Context: an optimization exercise on an open-source flow, tuned for small area and a short achievable clock period. The choices shown serve that exercise and are no tape-out recipe.
At most, simulation tests tie the RTL to the original design; equivalence was not proved.
Power figures rest on the tool's default switching activity, not on a simulated workload.

Setup of lane 1:
==> flow/design.v (excerpt) <==
module exec_stage (
    input  logic            clk,
    input  logic            rst_i,
    input  logic [411:0]    issue_i,
    input  logic [65:0]     bypass_a_i,
    input  logic [65:0]     bypass_b_i,
    output logic [285:0]    result_o,
    output logic            redirect_o,
    output exec_pkg::word_t redirect_pc_o,
    output logic            branch_cond_o
);
==> flow/config.mk <==
export PLATFORM = sky130hd
export DESIGN_NAME = exec_stage
export DESIGN_NICKNAME = exec_stage
export VERILOG_FILES = /design/flow/design.v
export SDC_FILE = /design/flow/constraint.sdc
export NUM_CORES = 4
export LEC_CHECK = 0
export ABC_AREA = 1
export CAP_MARGIN = 20
export CORE_MARGIN = 2
export CORE_UTILIZATION = 50
export SETUP_SLACK_MARGIN = 2.5
export SLEW_MARGIN = 20
==> flow/constraint.sdc <==
create_clock -name core_clock -period 6.0 [get_ports {clk}]
set_input_delay 1.2000 -clock core_clock [delete_from_list [all_inputs] [get_ports {clk}]]
set_output_delay 1.2000 -clock core_clock [all_outputs]
set_load 0.01 [all_outputs]
standard.sh (not shown) runs the stock make flow with config.mk's settings and CLKGATE_MAP_FILE= SYNTH_SCRIPT=/design/flow/synth_recipe.tcl, a recipe that flattens the netlist after the stock synthesis.
==> flow/flow/run.sh <==
#!/bin/bash
# The standard layout, except that the port buffers are plain buf_1
# cells instead of the delay cells buffer_ports picks by default. The
# make output goes to standard.log here; ORFS writes each step's log
# under orfs/logs.
set -euo pipefail
bash standard.sh BUFFER_PORTS_ARGS="-buffer_cell sky130_fd_sc_hd__buf_1" finish > standard.log 2>&1
### lane 1 -> lane 2
-- flow/config.mk --
<<< lane 1, line 11
export CORE_UTILIZATION = 50
export SETUP_SLACK_MARGIN = 2.5
>>> lane 2, line 11
export CORE_UTILIZATION = 40
export SETUP_SLACK_MARGIN = 2.25
--- outcome ---
STATUS worst setup timing slack at the placement stage: lane 2 loses against lane 1
When the final numbers for lane 1 and lane 2 were put side by side, the number of post-CTS setup repair buffers turned out to be smaller in lane 2.
On core area: lane 2 sits above lane 1.

========
## alpha
Another version of the RTL of exec_stage (not shown whole).
For scale: about 3,500 cells after synthesis, about 320 flip-flops, about 870 I/O pins.
Design exec_stage, start of the top module:
module exec_stage (
    input  logic            clk,
    input  logic            rst_i,
    input  logic [411:0]    issue_i,
    input  logic [65:0]     bypass_a_i,
    input  logic [65:0]     bypass_b_i,
    output logic [285:0]    result_o,
    output logic            redirect_o,
    output exec_pkg::word_t redirect_pc_o,
    output logic            branch_cond_o
);
clock: 6.0 ns
lec_check: 0
cap_margin: 20
core_margin: 2
core_utilization: 40
setup_slack_margin: 0.2
slew_margin: 20
run.sh (not shown) runs the stock make flow with config.mk's settings and CLKGATE_MAP_FILE= SYNTH_SCRIPT=/design/flow/synth_recipe.tcl, a recipe that flattens the netlist after the stock synthesis.
Stock flow here: none of the scripts above is used.
The following lists how beta was set up differently from alpha:
==> flow/flow/run.sh (new file) <==
#!/bin/bash
# Standard layout, with plain buffers (not delay cells) on the ports.
cp standard.sh standard_sh.txt
export BUFFER_PORTS_ARGS="-buffer_cell sky130_fd_sc_hd__buf_1"
bash standard.sh > standard.log 2>&1
==> flow/standard.sh (new file) <==
#!/bin/bash
# synth_recipe.tcl (not shown) runs the flow's synth.tcl, then flattens the netlist and writes it again
# the make line also repeats each setting of config.mk as NAME=value (left out here)
make -C /OpenROAD-flow-scripts/flow DESIGN_CONFIG=/design/flow/config.mk WORK_HOME=/design/flow/orfs CLKGATE_MAP_FILE= SYNTH_SCRIPT=/design/flow/synth_recipe.tcl "${@:-finish}"
diff --git a/flow/config.mk b/flow/config.mk
--- a/flow/config.mk
+++ b/flow/config.mk
@@ -9,4 +9,4 @@
 export CORE_MARGIN = 2
 export CORE_UTILIZATION = 40
-export SETUP_SLACK_MARGIN = 0.2
+export SETUP_SLACK_MARGIN = 3.0
 export SLEW_MARGIN = 20
removed: flow/run.sh
--- outcome ---
- beta: PASS, flow complete, no timing, DRC or antenna violations
- Run comparison: alpha source of the critical timing path bypass_b_i[32]; beta source of the critical timing path bypass_a_i[57]
- Looking at total via count in the routed design, beta sits about 3.5% above alpha.
- Going from alpha to beta, setup slack after layout went up, met2 wirelength from detailed routing went up, cell area reported after detailed placement went down.
- In beta, the leakage power total came out about 1.2% below the value in alpha.
Setup changes, beta to gamma
diff --git a/flow/config.mk b/flow/config.mk
--- a/flow/config.mk
+++ b/flow/config.mk
@@ -9,4 +9,4 @@
 export CORE_MARGIN = 2
 export CORE_UTILIZATION = 40
-export SETUP_SLACK_MARGIN = 3.0
+export SETUP_SLACK_MARGIN = 0.2
 export SLEW_MARGIN = 20
Notes after the runs:
- Timing, DRC, antenna: 0 failures across beta and gamma
- NOTE maximum frequency beta->gamma decreased by more than 10%
- Across both runs, total of plain and repair buffers excluding clock buffers was lower for gamma than for beta.
- Going from beta to gamma, count of non-filler cells in the finished layout shrank by a few percent.
- gamma against beta: power of the clock network moved down; length of routed wiring on met1 grew by about 13%; clock buffer count in the final layout rose about 6%.
Function was not checked in any run of this note: the RTL went through the layout flow alone.

========
exec_stage, a different RTL version from the one above (not shown whole).
For scale: roughly 5400 cells after synthesis, roughly 870 I/O pins, about 34000 sq um of cells after synthesis.
export LEC_CHECK = 0
export ABC_AREA = 1
export CAP_MARGIN = 50
export CORE_MARGIN = 2
export CORE_UTILIZATION = 40
export SETUP_SLACK_MARGIN = 2.5
export SLEW_MARGIN = 50
export SYNTH_HIERARCHICAL = 1
export SYNTH_MINIMUM_KEEP_SIZE = 1000
create_clock -name core_clock -period 6.0 [get_ports {clk}]
standard.sh (not shown) runs the stock make flow with config.mk's settings and CLKGATE_MAP_FILE= SYNTH_SCRIPT=/design/flow/synth_recipe.tcl, a recipe that flattens the netlist after the stock synthesis.
==> flow/flow/run.sh <==
#!/bin/bash
# The standard layout, except that the port buffers are plain buf_1
# cells instead of the delay cells buffer_ports picks by default. The
# make output goes to standard.log here; ORFS writes each step's log
# under orfs/logs.
set -euo pipefail
bash standard.sh BUFFER_PORTS_ARGS="-buffer_cell sky130_fd_sc_hd__buf_1" finish > standard.log 2>&1
The first run produced a clean layout.
Edit:
- SETUP_SLACK_MARGIN: 2.5 -> 2.65
Clock-buffer cell count is lower by 6.
Clock power is lower by a little under a tenth.
Synthesized area stays the same.
Flip-flop and latch count stays the same.
Global-route usage is higher by 2.0 points.
Worst setup slack gets better by 0.071 ns.
Edit:
- PLACE_DENSITY: unset -> 0.75
- SETUP_SLACK_MARGIN: 2.65 -> 2.5
After rerunning: Clock-buffer cell count grows by 1; routed wire length shrinks by a few percent; setup slack degrades by 0.089 ns; combinational power shrinks by a little under a tenth; utilization shrinks by 2.7 points; design area shrinks by a few percent; final cell count shrinks slightly; clock power grows by a few percent; global-route usage shrinks by 1.8 points; via count grows slightly; maximum frequency shrinks by a few percent.
No run of this note included a check of the RTL's function; only the layout flow was run.

========
build 75:
RTL: one of the versions met above, not the one the previous note started from.
For scale: ~5100 cells after synthesis, roughly 390 flip-flops, about 870 I/O pins, ~33000 um2 of cells after synthesis.
export LEC_CHECK = 0
export ABC_AREA = 1
export CAP_MARGIN = 20
export CORE_MARGIN = 2
export CORE_UTILIZATION = 40
export SETUP_SLACK_MARGIN = 1.5
export SLEW_MARGIN = 20
create_clock -name core_clock -period 6.0 [get_ports {clk}]
==> flow/flow/run.sh <==
#!/bin/bash
# Standard layout, with plain buffers (not delay cells) on the ports.
cp standard.sh standard_sh.txt
export BUFFER_PORTS_ARGS="-buffer_cell sky130_fd_sc_hd__buf_1"
bash standard.sh > standard.log 2>&1
Build 75 did not stop at any stage, and its layout met the timing, design-rule and antenna checks.
Input changes introduced in build 41 (baseline for comparison: build 75):
- changing CORE_UTILIZATION from 40 to 60
- changing SETUP_SLACK_MARGIN from 1.5 to 2.5
[summary]
Area of the mapped netlist: build 41 vs build 75 — no meaningful difference. Comparing build 41 against build 75, there is no change at all in area share of xor/xnor cells in the synthesized design. Comparing build 75 and build 41, the higher starting density of the core was measured on build 41. Compared with build 75, in build 41 die extent in x decreased 18%; number of placement rows decreased 20. Comparing build 41 against build 75, there is no change at all in synthesized cell count. Comparing build 41 against build 75, there is no change at all in fraction of registers with async set/reset. Looking at height of the die across build 75 and build 41, the one that comes out higher is build 75. Build 41 never completed; the flow aborted with a tool error in I/O pin placement (3_2_place_iop). Comparing build 41 against build 75, there is no change at all in average cell area after synthesis. Reported for build 75 and build 41, count of state elements after synthesis turned out identical to the last digit.
### build 41 -> build 27
- changing CORE_UTILIZATION from 60 to 40
- changing SLEW_MARGIN from 20 to 80
- changing CAP_MARGIN from 20 to 80
==> flow/flow/run.sh <==
#!/bin/bash
# The standard layout, except that the port buffers are plain buf_1
# cells instead of the delay cells buffer_ports picks by default. The
# make output goes to standard.log here; ORFS writes each step's log
# under orfs/logs.
set -euo pipefail
bash standard.sh BUFFER_PORTS_ARGS="-buffer_cell sky130_fd_sc_hd__buf_1" finish > standard.log 2>&1
Findings:
- Between build 41 and build 27, the difference in xor/xnor share of the synthesized area is negligible.
- From build 27 to build 41, async set or reset register ratio after synthesis did not move at all.
- On initial cell density of the core, the lower figure sits with build 27, not build 41.
- Compared with build 41, build 27 shows cell row count higher by 20.
- Re synthesized area: no difference whatsoever between build 27 and build 41.
- [build 27 vs build 41] width of the chip: higher in build 27
- Build 27: no failed stages, no open violations at the end
- Comparing build 41 against build 27, there is no change at all in number of enable flip-flop cells after synthesis.
- Height of the die up 22% in build 27 wrt build 41
- Comparing build 41 against build 27, there is no change at all in synthesized cell count.

========
exec_stage, a different RTL version from the one above (not shown whole).
Size: roughly 5100 cells after synthesis, about 390 flip-flops, about 870 I/O pins, roughly 32000 um2 of cells after synthesis.
## exec_stage
module exec_stage (
    input  logic            clk,
    input  logic            rst_i,
    input  logic [411:0]    issue_i,
    input  logic [65:0]     bypass_a_i,
    input  logic [65:0]     bypass_b_i,
    output logic [285:0]    result_o,
    output logic            redirect_o,
    output exec_pkg::word_t redirect_pc_o,
    output logic            branch_cond_o
);
    exec_pkg::issue_t  iss0;
    exec_pkg::issue_t  iss1;
    exec_pkg::bypass_t byp_a0;
    exec_pkg::bypass_t byp_a1;
    exec_pkg::bypass_t byp_b0;
    exec_pkg::bypass_t byp_b1;
    exec_pkg::word_t rs0, rt0, pc8_0, arith0, other0;
    exec_pkg::word_t rs1, rt1, pc8_1, arith1, other1;
    logic            asel0, asel1;
    logic            eq0, rw0, bad0, ovf0, trap0;
    logic            eq1, rw1, bad1, ovf1, trap1;
    logic            br_cond;
    logic            br_redirect;
    exec_pkg::word_t br_target;
    assign iss0   = issue_i[205:0];
    assign iss1   = issue_i[411:206];
    assign byp_a0 = bypass_a_i[32:0];
    assign byp_a1 = bypass_a_i[65:33];
    assign byp_b0 = bypass_b_i[32:0];
    assign byp_b1 = bypass_b_i[65:33];
    exec_lane i_lane0 (
        .issue_i    (iss0),
        .bypass_a_i (byp_a0),
        .bypass_b_i (byp_b0),
        .rs_o       (rs0),
        .rt_o       (rt0),
        .rs_eq_rt_o (eq0),
        .pc8_o      (pc8_0),
        .arith_sel_o(asel0),
        .arith_o    (arith0),
        .other_o    (other0),
        .regwrite_o (rw0),
        .addr_bad_o (bad0),
        .overflow_o (ovf0),
        .trap_o     (trap0)
    );
    exec_lane i_lane1 (
        .issue_i    (iss1),
        .bypass_a_i (byp_a1),
        .bypass_b_i (byp_b1),
        .rs_o       (rs1),
        .rt_o       (rt1),
        .rs_eq_rt_o (eq1),
        .pc8_o      (pc8_1),
  ...
==> flow/config.mk <==
export PLATFORM = sky130hd
export DESIGN_NAME = exec_stage
export DESIGN_NICKNAME = exec_stage
export VERILOG_FILES = /design/flow/design.v
export SDC_FILE = /design/flow/constraint.sdc
export NUM_CORES = 4
export LEC_CHECK = 0
export ABC_AREA = 1
export CAP_MARGIN = 20
export CORE_MARGIN = 2
export CORE_UTILIZATION = 40
export SETUP_SLACK_MARGIN = 2.0
export SLEW_MARGIN = 20
==> flow/constraint.sdc <==
create_clock -name core_clock -period 6.0 [get_ports {clk}]
set_input_delay 1.2000 -clock core_clock [delete_from_list [all_inputs] [get_ports {clk}]]
set_output_delay 1.2000 -clock core_clock [all_outputs]
set_load 0.01 [all_outputs]
==> flow/flow/run.sh <==
#!/bin/bash
# The standard layout, except that the port buffers are plain buf_1
# cells instead of the delay cells buffer_ports picks by default. The
# make output goes to standard.log here; ORFS writes each step's log
# under orfs/logs.
set -euo pipefail
bash standard.sh BUFFER_PORTS_ARGS="-buffer_cell sky130_fd_sc_hd__buf_1" finish > standard.log 2>&1
==> next run, changes <==
==> flow/flow/run.sh (replaced) <==
#!/bin/bash
# Standard layout, with plain buffers (not delay cells) on the ports.
cp standard.sh standard_sh.txt
export BUFFER_PORTS_ARGS="-buffer_cell sky130_fd_sc_hd__buf_1"
bash standard.sh > standard.log 2>&1
SETUP_SLACK_MARGIN = 2.5   (was 2.0)
What happened:
- The changed run went through all stages and came out clean
- fmax grows by 8.9%
- area after synthesis does not change
- setup slack gains 0.32 ns
- first-iteration DRC count falls by about 1.2%
- critical path depth rose by 1
- die area is unchanged
- routed wire length increases by 7.3%
- non-clock buffer count rises by 111
- sequential share of layout area is lower by 2.0 points
- clock power climbs by about 9%
No run of this note included a check of the RTL's function; only the layout flow was run.

========
== the baseline ==
exec_stage, a different RTL version from the one above (not shown whole).
For scale: ~4,900 cells after synthesis, roughly 870 I/O pins, roughly 0.031 sq mm of cells after synthesis.
export LEC_CHECK = 0
export ABC_AREA = 1
export CAP_MARGIN = 20
export CORE_MARGIN = 2
export CORE_UTILIZATION = 40
export SETUP_SLACK_MARGIN = 0.2
export SLEW_MARGIN = 20
create_clock -name core_clock -period 6.0 [get_ports {clk}]
==> flow/flow/run.sh <==
#!/bin/bash
# Standard layout, with plain buffers (not delay cells) on the ports.
cp standard.sh standard_sh.txt
export BUFFER_PORTS_ARGS="-buffer_cell sky130_fd_sc_hd__buf_1"
bash standard.sh > standard.log 2>&1
The baseline reached the final stage; the timing, design-rule and antenna checks on its layout passed.
### the baseline -> the candidate
# the baseline
export LEC_CHECK = 0
export ABC_AREA = 1
export CAP_MARGIN = 20
export CORE_MARGIN = 2
export CORE_UTILIZATION = 40
export SETUP_SLACK_MARGIN = 0.2
export SLEW_MARGIN = 20
create_clock -name core_clock -period 6.0 [get_ports {clk}]
# the candidate
export LEC_CHECK = 0
export CAP_MARGIN = 20
export CORE_MARGIN = 2
export CORE_UTILIZATION = 40
export SETUP_SLACK_MARGIN = 0.2
export SLEW_MARGIN = 20
create_clock -name core_clock -period 6.0 [get_ports {clk}]
Findings:
The baseline → the candidate: total wire length after detailed routing grew by 12 mm; proportion of synthesized chip area in sequential cells has decreased; worst setup slack fell by 0.088 ns; overall power after layout went up by 0.67 mW; worst hold slack went down 0.019 ns. Between the candidate and the baseline, it is the candidate whose mux share of post-synthesis cell area is higher, by 14 points. Summary — summed area of non-filler cells in the final layout, the candidate relative to the baseline: higher, by 0.0019 sq mm. Diff the baseline and the candidate: first-iteration DRC count higher in the baseline. Against the baseline as the reference, the candidate delivers a higher number of antenna violations at the first check in global routing. Height of the die | the candidate above the baseline.
No run of this note included a check of the RTL's function; only the layout flow was run.

separate check: timing with driven ports:
The flow's constraints put no driver on any port. The routed layouts listed below were extracted and timed again, unchanged, in two steps.
Step 1 (the two cells are an assumption about what drives the block):
set clk [get_ports {clk}]
set_driving_cell -lib_cell sky130_fd_sc_hd__clkbuf_16 $clk
set_driving_cell -lib_cell sky130_fd_sc_hd__buf_2 [delete_from_list [all_inputs] $clk]
Step 2, shift: input delay + t, output delay - t, t = (earliest + latest rising clock arrival at the registers) / 2. This alone moves slack from input paths to output paths.
Slacks: ideal ports / drivers / drivers and shift; pairs: ideal ports / drivers.
| run | t (ns) | setup WS [ns] | worst register clock-pin slew, ns | pins driven straight from the clock port |
|---|---|---|---|---|
| lane 1 | 0.675 | 2.463 / 2.481 / 1.806 | 0.08 / 0.08 | 1 |
| lane 2 | 0.677 | 2.200 / 2.247 / 1.570 | 0.07 / 0.07 | 1 |
| alpha | 0.647 | 0.587 / 0.634 / -0.014 | 0.07 / 0.07 | 1 |
| beta | 0.661 | 1.594 / 1.610 / 0.949 | 0.06 / 0.06 | 1 |
| gamma | 0.645 | 0.527 / 0.561 / -0.083 | 0.07 / 0.07 | 1 |
| the first run of note 3 | 0.698 | 2.511 / 2.561 / 1.863 | 0.07 / 0.07 | 1 |
| the second run of note 3 | 0.679 | 2.582 / 2.633 / 1.954 | 0.07 / 0.07 | 1 |
| the third run of note 3 | 0.667 | 2.494 / 2.518 / 1.872 | 0.07 / 0.07 | 1 |
| build 75 | 0.684 | 1.590 / 1.642 / 0.958 | 0.07 / 0.07 | 1 |
| build 27 | 0.686 | 2.539 / 2.555 / 1.868 | 0.07 / 0.07 | 1 |
| the first run of note 5 | 0.681 | 2.038 / 2.072 / 1.391 | 0.07 / 0.07 | 1 |
| the second run of note 5 | 0.697 | 2.361 / 2.351 / 1.655 | 0.07 / 0.07 | 1 |
| the baseline | 0.686 | 1.047 / 1.049 / 0.362 | 0.07 / 0.07 | 1 |
| the candidate | 0.678 | 0.959 / 1.006 / 0.327 | 0.07 / 0.07 | 1 |
With both steps, setup timing fails in alpha and gamma, where it was met with ideal ports. The setup slack of the second run of note 5, which loses most, moves by -0.010 ns with the drivers and by -0.706 ns with both steps.
